Background: an optimization exercise with open tools, aiming at small area. Do not read the settings as production practice. In this exercise RTL edits were held to simulation tests only and were not proved equivalent to the original. No activity file was given, so power comes from the tool's default toggle rates.

==> inputs of trial 45 <==
// mips_core
module mips_core
(
	input  logic        i_clk,
	input  logic        i_arst_n,
	output logic [31:0] o_imem_addr,
	input  logic [31:0] i_imem_data,
	output logic        o_wb_valid,
	output logic [4:0]  o_wb_addr,
	output logic [31:0] o_wb_data,
	output logic        o_st_valid,
	output logic [5:0]  o_st_addr,
	output logic [31:0] o_st_data
);
	logic [31:2] if_pc_next;
	logic        if_wr, if_lw, if_sw, if_beq, if_is_r;
	logic [4:0]  if_rs, if_rt;
	logic [15:0] if_imm;
	logic        id_wr, id_lw, id_sw, id_br;
	logic [31:0] id_d;
	logic [5:0]  id_x;
	logic        ex_wr, ex_lw, ex_sw, ex_br;
	logic [31:0] ex_d;
	logic [5:0]  ex_x;
	logic        wb_redirect;
	logic        running;
	logic [31:0] rs_val, rt_val;
	logic [31:0] rd_data;
	logic [4:0]  mem_dest;
	logic [31:0] mem_data;
	logic        mem_we;
	always_ff @(posedge i_clk or negedge i_arst_n)
	begin
		if (!i_arst_n)
			running <= 1'b0;
		else
			running <= 1'b1;
	end
	fetch_stage u_fetch (
		.i_clk      (i_clk),
		.i_arst_n   (i_arst_n),
		.i_running  (running),
		.i_redirect (wb_redirect),
		.i_target   (o_wb_data[31:2]),
		.o_pc       (o_imem_addr),
		.i_instr    (i_imem_data),
		.o_pc_next  (if_pc_next),
		.o_wr       (if_wr),
		.o_lw       (if_lw),
		.o_sw       (if_sw),
		.o_beq      (if_beq),
		.o_is_r     (if_is_r),
		.o_rs       (if_rs),
		.o_rt       (if_rt),
		.o_imm      (if_imm)
	);
	register_bank u_register_bank (
		.i_clk     (i_clk),
		.i_clear   (!running),
		.i_rs_addr (if_rs),
		.i_rt_addr (if_rt),
		.i_wr_en   (mem_we),
		.i_wr_addr (mem_dest),
		.i_wr_data (mem_data),
		.o_rs_data (rs_val),
		.o_rt_data (rt_val)
	);
	decode_stage u_decode (
		.i_clk     (i_clk),
		.i_arst_n  (i_arst_n),
		.i_pc_next (if_pc_next),
		.i_wr      (if_wr),
		.i_lw      (if_lw),
		.i_sw      (if_sw),
		.i_beq     (if_beq),
		.i_is_r    (if_is_r),
		.i_rt      (if_rt),
		.i_imm     (if_imm),
  ...
==> module memory_stage, before the edit <==
module memory_stage
(
	input  logic        i_clk,
	input  logic        i_clear,
	input  logic [5:0]  i_addr,
	input  logic        i_wr_en,
	input  logic [31:0] i_wr_data,
	output logic [31:0] o_rd_data
);
	logic [31:0] dmem [64];
	logic [63:0] we;
	logic [63:0] hold;
	logic [63:0] sel;
	always_comb
	begin
		for (int i = 0; i < 64; i++)
		begin
			sel[i]  = (i_addr == 6'(i));
			we[i]   = i_wr_en && sel[i];
			hold[i] = !i_clear && !we[i];
		end
	end
	for (genvar i = 0; i < 64; i++)
	begin : g_word
		store_word u_word (
			.i_clk  (i_clk),
			.i_we   (we[i]),
			.i_hold (hold[i]),
			.i_d    (i_wr_data),
			.o_q    (dmem[i])
		);
	end
	logic [21:0][31:0] n;
	for (genvar k = 0; k < 21; k++)
	begin : g_rd
		read_term3 u_rd (
			.i_s0 (sel[3*k]),  .i_s1 (sel[3*k+1]),  .i_s2 (sel[3*k+2]),
			.i_d0 (dmem[3*k]), .i_d1 (dmem[3*k+1]), .i_d2 (dmem[3*k+2]),
			.o_n  (n[k])
		);
	end
	assign n[21] = ~({32{sel[63]}} & dmem[63]);
	read_join #(.N(22)) u_join (.i_n (n), .o_y (o_rd_data));
endmodule
clock: 10.0 ns
lec_check: 0
abc_area: 1
cap_margin: 20
core_margin: 2
core_utilization: 55
slew_margin: 20
synth_hierarchical: 1
standard.sh (not shown) runs the stock make flow with config.mk's settings and CLKGATE_MAP_FILE= SYNTH_SCRIPT=/design/flow/synth_recipe.tcl, a recipe that flattens the netlist after the stock synthesis.
==> flow/flow/run.sh <==
#!/bin/bash
# Standard ORFS layout (the standard.sh) with the synthesis's final ABC
# mapping switched to an area-oriented script; see flow/my_synth.tcl.
set -euo pipefail
here=$(pwd)
export MY_ABC_SCRIPT=$here/flow/amap.script
bash standard.sh SYNTH_SCRIPT=$here/flow/my_synth.tcl finish > $here/flow_make.log 2>&1
==> flow/flow/amap.script <==
strash; dch; amap; topo
==> flow/flow/my_synth.tcl <==
# The standard synthesis (synth_recipe.tcl), with one change: the final
# ABC technology mapping uses flow/amap.script (area-oriented mapping)
# instead of ORFS's abc script. Registers are mapped before ABC runs, so
# they are the same as in the standard synthesis.
proc synth {args} { yosys synth -nofsm -noshare {*}$args }
proc abc {args} {
  set i [lsearch -exact $args -script]
  if { $i >= 0 } { lset args [expr {$i + 1}] $::env(MY_ABC_SCRIPT) }
  yosys abc {*}$args
}
source $::env(SCRIPTS_DIR)/synth.tcl
# left out here: clear keep_hierarchy, flatten, clean up, hide names made inside functions, write 1_2_yosys.v
==> inputs of trial 86, as changes to trial 45 <==
==> flow/flow/run.sh (replaced) <==
#!/bin/bash
# Standard ORFS layout (the standard.sh) with two changes:
#  - the synthesis's final ABC mapping uses an area-oriented script
#    (see flow/my_synth.tcl);
#  - clock tree synthesis uses larger sink clusters and no dummy loads.
set -euo pipefail
here=$(pwd)
export MY_ABC_SCRIPT=$here/flow/amap.script
bash standard.sh SYNTH_SCRIPT=$here/flow/my_synth.tcl \
  "CTS_ARGS=-sink_clustering_enable -repair_clock_nets -dont_use_dummy_load -sink_clustering_size 30 -sink_clustering_max_diameter 80" \
  finish > $here/flow_make.log 2>&1
==> inputs of trial 44, as changes to trial 45 <==
--- a/flow/design.v
+++ b/flow/design.v
@@ -331,5 +331,6 @@
 	logic [31:0] dmem [64];
-	logic [63:0] we;
 	logic [63:0] hold;
 	logic [63:0] sel;
+	logic [31:0] wr_data;
+	assign wr_data = i_wr_en ? i_wr_data : 32'd0;
 	always_comb
@@ -339,4 +340,3 @@
 			sel[i]  = (i_addr == 6'(i));
-			we[i]   = i_wr_en && sel[i];
-			hold[i] = !i_clear && !we[i];
+			hold[i] = !i_clear && !(i_wr_en && sel[i]);
 		end
@@ -347,5 +347,5 @@
 			.i_clk  (i_clk),
-			.i_we   (we[i]),
+			.i_we   (sel[i]),
 			.i_hold (hold[i]),
-			.i_d    (i_wr_data),
+			.i_d    (wr_data),
 			.o_q    (dmem[i])
==> flow/flow/run.sh (replaced) <==
#!/bin/bash
# Standard ORFS layout (the standard.sh) with two changes:
#  - the synthesis's final ABC mapping uses an area-oriented script
#    (see flow/my_synth.tcl); registers are mapped before ABC, so they
#    are the same as in the standard synthesis;
#  - clock tree synthesis clusters up to 30 sinks per leaf buffer and
#    inserts no dummy loads.
# Each tool's output is in the ORFS logs under orfs/logs; make's own
# output is in flow_make.log.
set -euo pipefail
here=$(pwd)
export MY_ABC_SCRIPT=$here/flow/amap.script
bash standard.sh SYNTH_SCRIPT=$here/flow/my_synth.tcl \
  "CTS_ARGS=-sink_clustering_enable -repair_clock_nets -dont_use_dummy_load -sink_clustering_size 30 -sink_clustering_max_diameter 80" \
  finish > $here/flow_make.log 2>&1
Settings changed: CORE_UTILIZATION 55 to 45.
==> run_results.csv <==
group,metric,value,unit
placement,place_hpwl,321000,microns
outcome,status,"timing/DRC/antenna clean",
power,combPwrFrac,0.055,
cells_and_area,final_util,0.655,
floorplanning,taps,2805,
worst_setup_path,r2r_slack,1360,ps
cells_and_area,seq_share,0.471,
routing,avgViaCountPerCell,8.14,
floorplanning,die_y,464,microns
synth,yosys.area_share.simple,0.0580,
timing,fin_crit_sh,0.864,
cells_and_area,non_clock_buffer_count,506,
timing,worst_pin_slew,1260,ps
routing,wl,527000,microns
routing,routedWlPerCell,38.5,microns
routing,wl_met3,70800,microns
the above is filed under trial 45

==> run_results.csv <==
group,metric,value,unit
outcome,status,"timing/DRC/antenna clean",
routing,wl,512000,microns
cells_and_area,non_clock_buffer_count,500,
cells_and_area,seq_share,0.494,
worst_setup_path,r2r_slack,1050,ps
cells_and_area,final_util,0.510,
synth,yosys.area_share.simple,0.0544,
timing,fin_crit_sh,0.895,
power,combPwrFrac,0.061,
the above is filed under trial 44

==> run_results.csv <==
group,metric,value,unit
outcome,status,"timing/DRC/antenna clean",
placement,place_hpwl,321000,microns
routing,wl,519000,microns
floorplanning,taps,2805,
cells_and_area,seq_share,0.499,
synth,yosys.area_share.simple,0.0580,
floorplanning,die_y,464,microns
routing,wl_met3,68700,microns
worst_setup_path,r2r_slack,1300,ps
routing,avgViaCountPerCell,8.22,
the above is filed under trial 86

## what the ideal ports hide
The flow's constraints put no driver on any port. The routed layouts listed below were extracted and timed again, unchanged, in two steps.
Step 1 assumes that a clkbuf_16 drives the clock port and a buf_2 every other input.
Step 2 adds t to the input delays and takes it off the output delays; t is the mean of the earliest and latest rising clock arrival at the registers after step 1. Input paths then give back, and output paths get back, about the clock's delay inside the block.
Slacks: no drivers / after step 1 / after step 2; pairs: no drivers / after step 1.
run	shift t [ns]	setup slack, ns	worst setup path after step 2	latest minus earliest clock arrival (ns)	slew at the worst register clock pin (ns)
trial 45	1.038	1.363 / 1.363 / 1.363	register to register	0.076 / 0.075	0.07 / 0.07
trial 86	0.920	1.296 / 1.296 / 1.296	register to register	0.102 / 0.101	0.12 / 0.12
trial 44	0.913	1.049 / 1.049 / 1.049	register to register	0.153 / 0.154	0.12 / 0.12
After both steps setup and hold are still met in every run listed.
